Context: an optimization exercise on an open-source flow, tuned for small area and a short achievable clock period. The choices shown serve that exercise and are no tape-out recipe.
In this exercise RTL edits were held to simulation tests only and were not proved equivalent to the original.

## design/flow/design.v

```verilog
package dds_fir_pkg;
   localparam int SAMPLE_W = 16;
   localparam int COEF_W   = 16;
   localparam int ACC_W    = 36;
   localparam int OUT_W    = 32;
   localparam int NTAPS    = 16;
   localparam int LAT      = 6;
   localparam int NGRP     = (NTAPS + 3) / 4;
   localparam int AMP      = 32767;
   typedef struct packed {
      logic                neg;
      logic [SAMPLE_W-1:0] mag;
   } lut_t;
   localparam int SUM_COEF = 32768;
endpackage
module dds_sine #(
   parameter logic [31:0] PHASE_OFF = 32'h0000_0000
) (
   input  logic                                   clk,
   input  logic                                   rst_n,
   input  logic [31:0]                            pinc,
   output logic signed [dds_fir_pkg::SAMPLE_W-1:0] sample
);
   localparam int SAMPLE_W = dds_fir_pkg::SAMPLE_W;
   localparam int AMP      = dds_fir_pkg::AMP;
   logic [31:0]         acc_q, acc_d;
   logic [9:0]          phase_q, phase_d;
   dds_fir_pkg::lut_t   lut_q, lut_d;
   logic [SAMPLE_W-1:0] samp_q, samp_d;
   logic [8:0]          qidx;
   function automatic logic [SAMPLE_W-1:0] sine_q(input logic [7:0] i);
      case (i)
         8'd0: sine_q = 16'd0;
         8'd1: sine_q = 16'd201;
         8'd2: sine_q = 16'd402;
         8'd3: sine_q = 16'd603;
         8'd4: sine_q = 16'd804;
         8'd5: sine_q = 16'd1005;
         8'd6: sine_q = 16'd1206;
         8'd7: sine_q = 16'd1407;
         8'd8: sine_q = 16'd1608;
         8'd9: sine_q = 16'd1809;
         8'd10: sine_q = 16'd2009;
         8'd11: sine_q = 16'd2210;
         8'd12: sine_q = 16'd2410;
         8'd13: sine_q = 16'd2611;
         8'd14: sine_q = 16'd2811;
         8'd15: sine_q = 16'd3012;
         8'd16: sine_q = 16'd3212;
         8'd17: sine_q = 16'd3412;
         8'd18: sine_q = 16'd3612;
         8'd19: sine_q = 16'd3811;
         8'd20: sine_q = 16'd4011;
         8'd21: sine_q = 16'd4210;
         8'd22: sine_q = 16'd4410;
         8'd23: sine_q = 16'd4609;
         8'd24: sine_q = 16'd4808;
         8'd25: sine_q = 16'd5007;
         8'd26: sine_q = 16'd5205;
         8'd27: sine_q = 16'd5404;
         8'd28: sine_q = 16'd5602;
         8'd29: sine_q = 16'd5800;
         8'd30: sine_q = 16'd5998;
         8'd31: sine_q = 16'd6195;
         8'd32: sine_q = 16'd6393;
         8'd33: sine_q = 16'd6590;
         8'd34: sine_q = 16'd6786;
         8'd35: sine_q = 16'd6983;
         8'd36: sine_q = 16'd7179;
         8'd37: sine_q = 16'd7375;
         8'd38: sine_q = 16'd7571;
         8'd39: sine_q = 16'd7767;
         8'd40: sine_q = 16'd7962;
         8'd41: sine_q = 16'd8157;
         8'd42: sine_q = 16'd8351;
         8'd43: sine_q = 16'd8545;
         8'd44: sine_q = 16'd8739;
         8'd45: sine_q = 16'd8933;
         8'd46: sine_q = 16'd9126;
         8'd47: sine_q = 16'd9319;
         8'd48: sine_q = 16'd9512;
         8'd49: sine_q = 16'd9704;
         8'd50: sine_q = 16'd9896;
         8'd51: sine_q = 16'd10087;
         8'd52: sine_q = 16'd10278;
         8'd53: sine_q = 16'd10469;
         8'd54: sine_q = 16'd10659;
         8'd55: sine_q = 16'd10849;
         8'd56: sine_q = 16'd11039;
         8'd57: sine_q = 16'd11228;
         8'd58: sine_q = 16'd11417;
         8'd59: sine_q = 16'd11605;
         8'd60: sine_q = 16'd11793;
         8'd61: sine_q = 16'd11980;
         8'd62: sine_q = 16'd12167;
         8'd63: sine_q = 16'd12353;
         8'd64: sine_q = 16'd12539;
         8'd65: sine_q = 16'd12725;
         8'd66: sine_q = 16'd12910;
         8'd67: sine_q = 16'd13094;
         8'd68: sine_q = 16'd13279;
         8'd69: sine_q = 16'd13462;
         8'd70: sine_q = 16'd13645;
         8'd71: sine_q = 16'd13828;
         8'd72: sine_q = 16'd14010;
         8'd73: sine_q = 16'd14191;
         8'd74: sine_q = 16'd14372;
         8'd75: sine_q = 16'd14553;
         8'd76: sine_q = 16'd14732;
         8'd77: sine_q = 16'd14912;
         8'd78: sine_q = 16'd15090;
         8'd79: sine_q = 16'd15269;
         8'd80: sine_q = 16'd15446;
         8'd81: sine_q = 16'd15623;
         8'd82: sine_q = 16'd15800;
         8'd83: sine_q = 16'd15976;
         8'd84: sine_q = 16'd16151;
         8'd85: sine_q = 16'd16325;
         8'd86: sine_q = 16'd16499;
         8'd87: sine_q = 16'd16673;
         8'd88: sine_q = 16'd16846;
         8'd89: sine_q = 16'd17018;
         8'd90: sine_q = 16'd17189;
         8'd91: sine_q = 16'd17360;
         8'd92: sine_q = 16'd17530;
         8'd93: sine_q = 16'd17700;
         8'd94: sine_q = 16'd17869;
         8'd95: sine_q = 16'd18037;
         8'd96: sine_q = 16'd18204;
         8'd97: sine_q = 16'd18371;
         8'd98: sine_q = 16'd18537;
         8'd99: sine_q = 16'd18703;
         8'd100: sine_q = 16'd18868;
         8'd101: sine_q = 16'd19032;
         8'd102: sine_q = 16'd19195;
         8'd103: sine_q = 16'd19357;
         8'd104: sine_q = 16'd19519;
         8'd105: sine_q = 16'd19680;
         8'd106: sine_q = 16'd19841;
         8'd107: sine_q = 16'd20000;
         8'd108: sine_q = 16'd20159;
         8'd109: sine_q = 16'd20317;
         8'd110: sine_q = 16'd20475;
         8'd111: sine_q = 16'd20631;
         8'd112: sine_q = 16'd20787;
         8'd113: sine_q = 16'd20942;
         8'd114: sine_q = 16'd21096;
         8'd115: sine_q = 16'd21250;
         8'd116: sine_q = 16'd21403;
         8'd117: sine_q = 16'd21554;
         8'd118: sine_q = 16'd21705;
         8'd119: sine_q = 16'd21856;
         8'd120: sine_q = 16'd22005;
         8'd121: sine_q = 16'd22154;
         8'd122: sine_q = 16'd22301;
         8'd123: sine_q = 16'd22448;
         8'd124: sine_q = 16'd22594;
         8'd125: sine_q = 16'd22739;
         8'd126: sine_q = 16'd22884;
         8'd127: sine_q = 16'd23027;
         8'd128: sine_q = 16'd23170;
         8'd129: sine_q = 16'd23311;
         8'd130: sine_q = 16'd23452;
         8'd131: sine_q = 16'd23592;
         8'd132: sine_q = 16'd23731;
         8'd133: sine_q = 16'd23870;
         8'd134: sine_q = 16'd24007;
         8'd135: sine_q = 16'd24143;
         8'd136: sine_q = 16'd24279;
         8'd137: sine_q = 16'd24413;
         8'd138: sine_q = 16'd24547;
         8'd139: sine_q = 16'd24680;
         8'd140: sine_q = 16'd24811;
         8'd141: sine_q = 16'd24942;
         8'd142: sine_q = 16'd25072;
         8'd143: sine_q = 16'd25201;
         8'd144: sine_q = 16'd25329;
         8'd145: sine_q = 16'd25456;
         8'd146: sine_q = 16'd25582;
         8'd147: sine_q = 16'd25708;
         8'd148: sine_q = 16'd25832;
         8'd149: sine_q = 16'd25955;
         8'd150: sine_q = 16'd26077;
         8'd151: sine_q = 16'd26198;
         8'd152: sine_q = 16'd26319;
         8'd153: sine_q = 16'd26438;
         8'd154: sine_q = 16'd26556;
         8'd155: sine_q = 16'd26674;
         8'd156: sine_q = 16'd26790;
         8'd157: sine_q = 16'd26905;
         8'd158: sine_q = 16'd27019;
         8'd159: sine_q = 16'd27133;
         8'd160: sine_q = 16'd27245;
         8'd161: sine_q = 16'd27356;
         8'd162: sine_q = 16'd27466;
         8'd163: sine_q = 16'd27575;
         8'd164: sine_q = 16'd27683;
         8'd165: sine_q = 16'd27790;
         8'd166: sine_q = 16'd27896;
         8'd167: sine_q = 16'd28001;
         8'd168: sine_q = 16'd28105;
         8'd169: sine_q = 16'd28208;
         8'd170: sine_q = 16'd28310;
         8'd171: sine_q = 16'd28411;
         8'd172: sine_q = 16'd28510;
         8'd173: sine_q = 16'd28609;
         8'd174: sine_q = 16'd28706;
         8'd175: sine_q = 16'd28803;
         8'd176: sine_q = 16'd28898;
         8'd177: sine_q = 16'd28992;
         8'd178: sine_q = 16'd29085;
         8'd179: sine_q = 16'd29177;
         8'd180: sine_q = 16'd29268;
         8'd181: sine_q = 16'd29358;
         8'd182: sine_q = 16'd29447;
         8'd183: sine_q = 16'd29534;
         8'd184: sine_q = 16'd29621;
         8'd185: sine_q = 16'd29706;
         8'd186: sine_q = 16'd29791;
         8'd187: sine_q = 16'd29874;
         8'd188: sine_q = 16'd29956;
         8'd189: sine_q = 16'd30037;
         8'd190: sine_q = 16'd30117;
         8'd191: sine_q = 16'd30195;
         8'd192: sine_q = 16'd30273;
         8'd193: sine_q = 16'd30349;
         8'd194: sine_q = 16'd30424;
         8'd195: sine_q = 16'd30498;
         8'd196: sine_q = 16'd30571;
         8'd197: sine_q = 16'd30643;
         8'd198: sine_q = 16'd30714;
         8'd199: sine_q = 16'd30783;
         8'd200: sine_q = 16'd30852;
         8'd201: sine_q = 16'd30919;
         8'd202: sine_q = 16'd30985;
         8'd203: sine_q = 16'd31050;
         8'd204: sine_q = 16'd31113;
         8'd205: sine_q = 16'd31176;
         8'd206: sine_q = 16'd31237;
         8'd207: sine_q = 16'd31297;
         8'd208: sine_q = 16'd31356;
         8'd209: sine_q = 16'd31414;
         8'd210: sine_q = 16'd31470;
         8'd211: sine_q = 16'd31526;
         8'd212: sine_q = 16'd31580;
         8'd213: sine_q = 16'd31633;
         8'd214: sine_q = 16'd31685;
         8'd215: sine_q = 16'd31736;
         8'd216: sine_q = 16'd31785;
         8'd217: sine_q = 16'd31833;
         8'd218: sine_q = 16'd31880;
         8'd219: sine_q = 16'd31926;
         8'd220: sine_q = 16'd31971;
         8'd221: sine_q = 16'd32014;
         8'd222: sine_q = 16'd32057;
         8'd223: sine_q = 16'd32098;
         8'd224: sine_q = 16'd32137;
         8'd225: sine_q = 16'd32176;
         8'd226: sine_q = 16'd32213;
         8'd227: sine_q = 16'd32250;
         8'd228: sine_q = 16'd32285;
         8'd229: sine_q = 16'd32318;
         8'd230: sine_q = 16'd32351;
         8'd231: sine_q = 16'd32382;
         8'd232: sine_q = 16'd32412;
         8'd233: sine_q = 16'd32441;
         8'd234: sine_q = 16'd32469;
         8'd235: sine_q = 16'd32495;
         8'd236: sine_q = 16'd32521;
         8'd237: sine_q = 16'd32545;
         8'd238: sine_q = 16'd32567;
         8'd239: sine_q = 16'd32589;
         8'd240: sine_q = 16'd32609;
         8'd241: sine_q = 16'd32628;
         8'd242: sine_q = 16'd32646;
         8'd243: sine_q = 16'd32663;
         8'd244: sine_q = 16'd32678;
         8'd245: sine_q = 16'd32692;
         8'd246: sine_q = 16'd32705;
         8'd247: sine_q = 16'd32717;
         8'd248: sine_q = 16'd32728;
         8'd249: sine_q = 16'd32737;
         8'd250: sine_q = 16'd32745;
         8'd251: sine_q = 16'd32752;
         8'd252: sine_q = 16'd32757;
         8'd253: sine_q = 16'd32761;
         8'd254: sine_q = 16'd32765;
         8'd255: sine_q = 16'd32766;
         default: sine_q = '0;
      endcase
   endfunction
   always_comb begin
      acc_d     = acc_q + pinc;
      phase_d   = acc_q[31:22];
      qidx      = phase_q[8] ? 9'd256 - {1'b0, phase_q[7:0]} : {1'b0, phase_q[7:0]};
      lut_d.neg = phase_q[9];
      lut_d.mag = qidx[8] ? AMP[SAMPLE_W-1:0] : sine_q(qidx[7:0]);
      samp_d    = lut_q.neg ? -lut_q.mag : lut_q.mag;
   end
   always_ff @(posedge clk or negedge rst_n) begin
      if (!rst_n) begin
         acc_q   <= PHASE_OFF;
         phase_q <= '0;
         lut_q   <= '0;
         samp_q  <= '0;
      end else begin
         acc_q   <= acc_d;
         phase_q <= phase_d;
         lut_q   <= lut_d;
         samp_q  <= samp_d;
      end
   end
   assign sample = samp_q;
endmodule
module dds_fir_gen #(
   parameter logic [31:0] PHASE_OFF = 32'h0000_0000
) (
   input  logic                              aclk_0,
   input  logic                              aresetn_0,
   input  logic [31:0]                       pinc_0,
   output logic [dds_fir_pkg::OUT_W-1:0]     m_axis_data_tdata_0,
   output logic                              M_AXIS_DATA_0_tvalid
);
   localparam int SAMPLE_W = dds_fir_pkg::SAMPLE_W;
   localparam int COEF_W   = dds_fir_pkg::COEF_W;
   localparam int ACC_W    = dds_fir_pkg::ACC_W;
   localparam int OUT_W    = dds_fir_pkg::OUT_W;
   localparam int NTAPS    = dds_fir_pkg::NTAPS;
   localparam int NGRP     = dds_fir_pkg::NGRP;
   localparam int FILL  = NTAPS - 1 + dds_fir_pkg::LAT;
   localparam int CNT_W = $clog2(FILL + 1);
   localparam logic [CNT_W-1:0] CNT_FILL = FILL;
   localparam logic [CNT_W-1:0] CNT_LAST = FILL - 1;
   localparam logic [NTAPS*COEF_W-1:0] FIR_COEF = {
      16'd128,  16'd384,  16'd896,  16'd1536, 16'd2304, 16'd3072, 16'd3840, 16'd4224,
      16'd4224, 16'd3840, 16'd3072, 16'd2304, 16'd1536, 16'd896,  16'd384,  16'd128
   };
   logic signed [SAMPLE_W-1:0]        samp;
   logic signed [SAMPLE_W-1:0]        dl_q [NTAPS];
   logic signed [SAMPLE_W-1:0]        dl_d [NTAPS];
   logic signed [COEF_W+SAMPLE_W-1:0] prod [NTAPS];
   logic signed [ACC_W-1:0]           grp_q [NGRP];
   logic signed [ACC_W-1:0]           grp_d [NGRP];
   logic signed [ACC_W-1:0]           y_q, y_d;
   logic [CNT_W-1:0]                  cnt_q, cnt_d;
   logic                              vld_q, vld_d;
   logic                              unused_hi;
   dds_sine #(.PHASE_OFF(PHASE_OFF)) u_sine (
      .clk    (aclk_0),
      .rst_n  (aresetn_0),
      .pinc   (pinc_0),
      .sample (samp)
   );
   always_comb begin
      dl_d[0] = samp;
      for (int i = 1; i < NTAPS; i++) dl_d[i] = dl_q[i-1];
   end
   always_comb begin
      for (int i = 0; i < NTAPS; i++)
         prod[i] = $signed(FIR_COEF[COEF_W*i +: COEF_W]) * dl_q[i];
   end
   always_comb begin
      for (int g = 0; g < NGRP; g++) begin
         grp_d[g] = '0;
         for (int j = 0; j < 4; j++)
            if (4 * g + j < NTAPS) grp_d[g] = grp_d[g] + prod[4 * g + j];
      end
   end
   always_comb begin
      y_d = '0;
      for (int g = 0; g < NGRP; g++) y_d = y_d + grp_q[g];
   end
   always_comb begin
      cnt_d = (cnt_q == CNT_FILL) ? cnt_q : cnt_q + 1'b1;
      vld_d = vld_q | (cnt_q == CNT_LAST);
   end
   always_ff @(posedge aclk_0 or negedge aresetn_0) begin
      if (!aresetn_0) begin
         for (int i = 0; i < NTAPS; i++) dl_q[i] <= '0;
         for (int g = 0; g < NGRP; g++) grp_q[g] <= '0;
         y_q   <= '0;
         cnt_q <= '0;
         vld_q <= 1'b0;
      end else begin
         for (int i = 0; i < NTAPS; i++) dl_q[i] <= dl_d[i];
         for (int g = 0; g < NGRP; g++) grp_q[g] <= grp_d[g];
         y_q   <= y_d;
         cnt_q <= cnt_d;
         vld_q <= vld_d;
      end
   end
   assign unused_hi            = ^y_q[ACC_W-1:OUT_W];
   assign m_axis_data_tdata_0  = y_q[OUT_W-1:0];
   assign M_AXIS_DATA_0_tvalid = vld_q;
endmodule
```

## design/flow/run.sh

```bash
#!/bin/bash
# synth_recipe.tcl (not shown) runs the flow's synth.tcl, then flattens the netlist and writes it again
# the make line also repeats each setting of config.mk as NAME=value (left out here)
make -C /OpenROAD-flow-scripts/flow DESIGN_CONFIG=/design/flow/config.mk WORK_HOME=/design/flow/orfs CLKGATE_MAP_FILE= SYNTH_SCRIPT=/design/flow/synth_recipe.tcl finish
```

## design/flow/config.mk

```make
export PLATFORM = sky130hd
export DESIGN_NAME = dds_fir_gen
export DESIGN_NICKNAME = dds_fir_gen
export VERILOG_FILES = /design/flow/design.v
export SDC_FILE = /design/flow/constraint.sdc
export NUM_CORES = 4
export LEC_CHECK = 0
export CAP_MARGIN = 20
export CORE_MARGIN = 2
export CORE_UTILIZATION = 40
export SLEW_MARGIN = 20
```

## design/flow/constraint.sdc

```tcl
create_clock -name core_clock -period 8.0 [get_ports {aclk_0}]
set_input_delay 1.6000 -clock core_clock [delete_from_list [all_inputs] [get_ports {aclk_0}]]
set_output_delay 1.6000 -clock core_clock [all_outputs]
set_load 0.01 [all_outputs]
```

==> impl_metrics.toml <==
[sta]
hold_viol = 0
fin_setup_tns_ns = 0
maxSlewViolCount = 0
fmax_mhz = 141.7
setup_slack_ns = 0.9427
max-slew-margin-rel = 0.3221
fin_crit_ns = 7.057
post-route-period-util = 0.8822
skew_ns = 0.05097
rsz0062_at_grt = "no"
setup_viol = 0
worst_slew_pin_slew_ns = 0.9912

[global_routing]
globalRouteOverflowTotal = 0
grt_max_degree = 164
grt_pass1_vias = 32615
antenna_found_initial = 5
grt_pass1_wl_mm = 178.4
track_usage = 0.2060

[clock_tree]
postCtsHoldBufs = 0
cts_tree = "built"
postCtsSetupBuffers = 0
htree_levels = 2
cts_root_buffer = "clkbuf_16"
clock_sinks = 455
clk_latency_ns = 0.65
cts_buffers = 53
cts.path.max_buffers = 3
clk_pin_slew_worst_paths_ns = 0.06
post_cts_resized = 0

[synth]
netlist_instances = 4400
synth_flop_cell = "dfrtp_1"
synth_top_cell_area_share = 0.2681
synth.cell_area_um2 = 42470
yosys-top-cells-count = "ha_1 (594), inv_1 (588), dfrtp_1 (455)"
yosys.cell_count.top_type = "ha_1"
yosys_warnings = 7
ys_async_sr_fraction = 1.000
synthTopCellsByArea = "dfrtp_1 (27%), ha_1 (18%), fa_1 (15%)"
ys_ff_latch = 455
synth_edf_count = 0
synthDistinctLibCells = 93
syn_avg_cell_area_um2 = 9.651
ys_seq_area_frac = 0.2681
synth.largest_area_cell = "dfrtp_1"

[final_layout]
drive_gt1_frac = 0.03943
finish.net_count = 5384
area_growth_pct = 9.543

[critical_path]
path_class = "reg2reg"
worst_ep_arrival_time_ns = 7.55
r2r_cells = 24
timing.critical_path.from_type = "flop"
cp-end-kind = "flop"
critPathRequiredTime_ns = 8.49
path_max_fanout = 5

[floorplan]
core_um2 = 105300
die_w_um = 329.8
row_count = 119
initial_core_util = 0.4034
io_pins = 67
dieHeight_um = 329.8
die-area_um2 = 108800

[routing]
ant_nets = 0
vias = 32213
viasPerCell = 5.477
drtPass1Iterations = 6
dr.first_iter.drc_count = 2233
finalWirelength_mm = 110.6
drc_errors = 0
wire_per_inst_um = 18.80

[placed_design]
hpwl_mm = 86.11
io_buffers = 59
dp_slack_ns = 0.9838
finalWeightedCongestion = 0.9634

[hold_path]
whs_path_depth = 0
min_path_type = "reg2reg"

[outcome]
status = "finished clean"

[run]
cap_violations = 0
-- worst paths after layout --
kind	startpoint	endpoint	slack, ns
setup / recovery	dl_q[6][2]$_DFF_PN0_	grp_q[1][30]$_DFF_PN0_	0.94
hold / removal	u_sine.samp_q[13]$_DFF_PN0_	dl_q[0][13]$_DFF_PN0_	0.35
setup reg to reg	dl_q[6][2]$_DFF_PN0_	grp_q[1][30]$_DFF_PN0_	0.94
hold reg to reg	u_sine.samp_q[13]$_DFF_PN0_	dl_q[0][13]$_DFF_PN0_	0.35
max in group asynchronous	aresetn_0	dl_q[11][13]$_DFF_PN0_	5.57
min in group asynchronous	aresetn_0	u_sine.acc_q[5]$_DFF_PN0_	0.97
-- routing by layer --
metal  share of wire  track usage  up-vias
li1                -            -    15379
met1            0.46       0.2873    15712
met2            0.45       0.3306      878
met3           0.051      0.02726      244
met4           0.036      0.06848        0
met5               0            0        -
-- critical path, stage by stage (launching register included) --
cell and delay [ns]:
dfrtp_1 0.42, ha_1 0.29, inv_1 0.05, fa_1 0.48
fa_1 0.52, inv_1 0.04, ha_1 0.34, nor2b_1 0.16
o31a_1 0.26, nor2_1 0.15, o21bai_1 0.15, a311oi_1 0.48
nor2_1 0.12, xnor2_1 0.23, fa_1 0.49, fa_1 0.54
inv_1 0.04, ha_1 0.35, a21o_1 0.20, nor3_1 0.20
a31oi_1 0.14, a2111oi_0 0.54, or2_2 0.24, o21ai_0 0.12
a311o_1 0.38
-- stage by stage --
step,instances,hold slack [ns],cell area [um^2],util
3_3_place_gp,5784,0.3322,44700,0.4246
2_1_floorplan,4406,0.3312,42490,-
5_1_grt,5881,0.3490,46520,0.4419
6_report,5882,0.3458,46520,0.4419
3_5_place_dp,5784,0.3347,44700,0.4246
4_1_cts,5880,0.3478,46510,0.4418
-- cell usage in the layout, fill, tap and decap left out, types with 40 or more instances in the layout --
| master | count |
|---|---|
| nor2b_1 | 42 |
| a21oi_1 | 269 |
| o21ai_0 | 200 |
| dfrtp_1 | 454 |
| nand2b_1 | 42 |
| clkbuf_16 | 53 |
| a31oi_1 | 41 |
| a211oi_1 | 40 |
| nor2_1 | 285 |
| nand2_1 | 211 |
| a21o_1 | 74 |
| ha_1 | 594 |
| o211ai_1 | 48 |
| nand3_1 | 78 |
| nor3_1 | 103 |
| clkdlybuf4s50_1 | 58 |
| o21a_1 | 60 |
| fa_1 | 308 |
| xnor2_1 | 271 |
| inv_1 | 588 |
| xor2_1 | 93 |
-- cell families (layout without fill, tap and decap cells) --
family	Yosys count	in the layout	share of synthesized area
AO/OA/AOI/OAI	1056	1056	0.1670
XOR/XNOR	370	370	0.07666
adder cells (fa/ha/maj)	902	902	0.3202
buffers and inverters	696	779	0.06400
flip-flops	455	455	0.2681
multiplexers	12	12	0.003212
other	1	9	0.00008831
AND/OR/NAND/NOR	908	908	0.1007
-- flip-flops by register name (all words and copies together) (netlist names) --
register	cells
y_q	25
vld_q	1
grp_q	96
cnt_q	5
u_sine.phase_q	10
dl_q	254
u_sine.samp_q	16
u_sine.lut_q	16
u_sine.acc_q	32
-- layout make-up --
cell class | instances | area, um^2
tap | 1391 | 1740
multi-input combinational | 3255 | 28480
clock buffer | 72 | 1468
sequential | 455 | 11390
timing repair buffer | 92 | 868.3
fill | 10021 | 58750
antenna | 2 | 5.005
clock inverter | 24 | 346.6
inverter | 591 | 2218

-- port drivers added, routing unchanged --
The results above use ideal ports. As a check the final layout listed here was re-extracted and re-timed, cells and wires unchanged. Step 1, drivers: a clkbuf_16 drives aclk_0 and a buf_2 each remaining input, both assumed. Step 2, shift: input delay + t, output delay - t, t = (earliest + latest rising clock arrival at the registers) / 2. This alone moves slack from input paths to output paths. Three values: ideal ports, drivers, drivers and shift; two values: the first two.
shift t [ns]: 0.690
slack for setup (ns): 0.943 / 0.943 / 0.943
worst data-port slew with drivers (ns): 0.07
pins driven straight from the clock port: 1
After both steps setup and hold are still met in this run. The setup slack of this run moves by 0.000 ns with the drivers and by 0.000 ns with both steps.
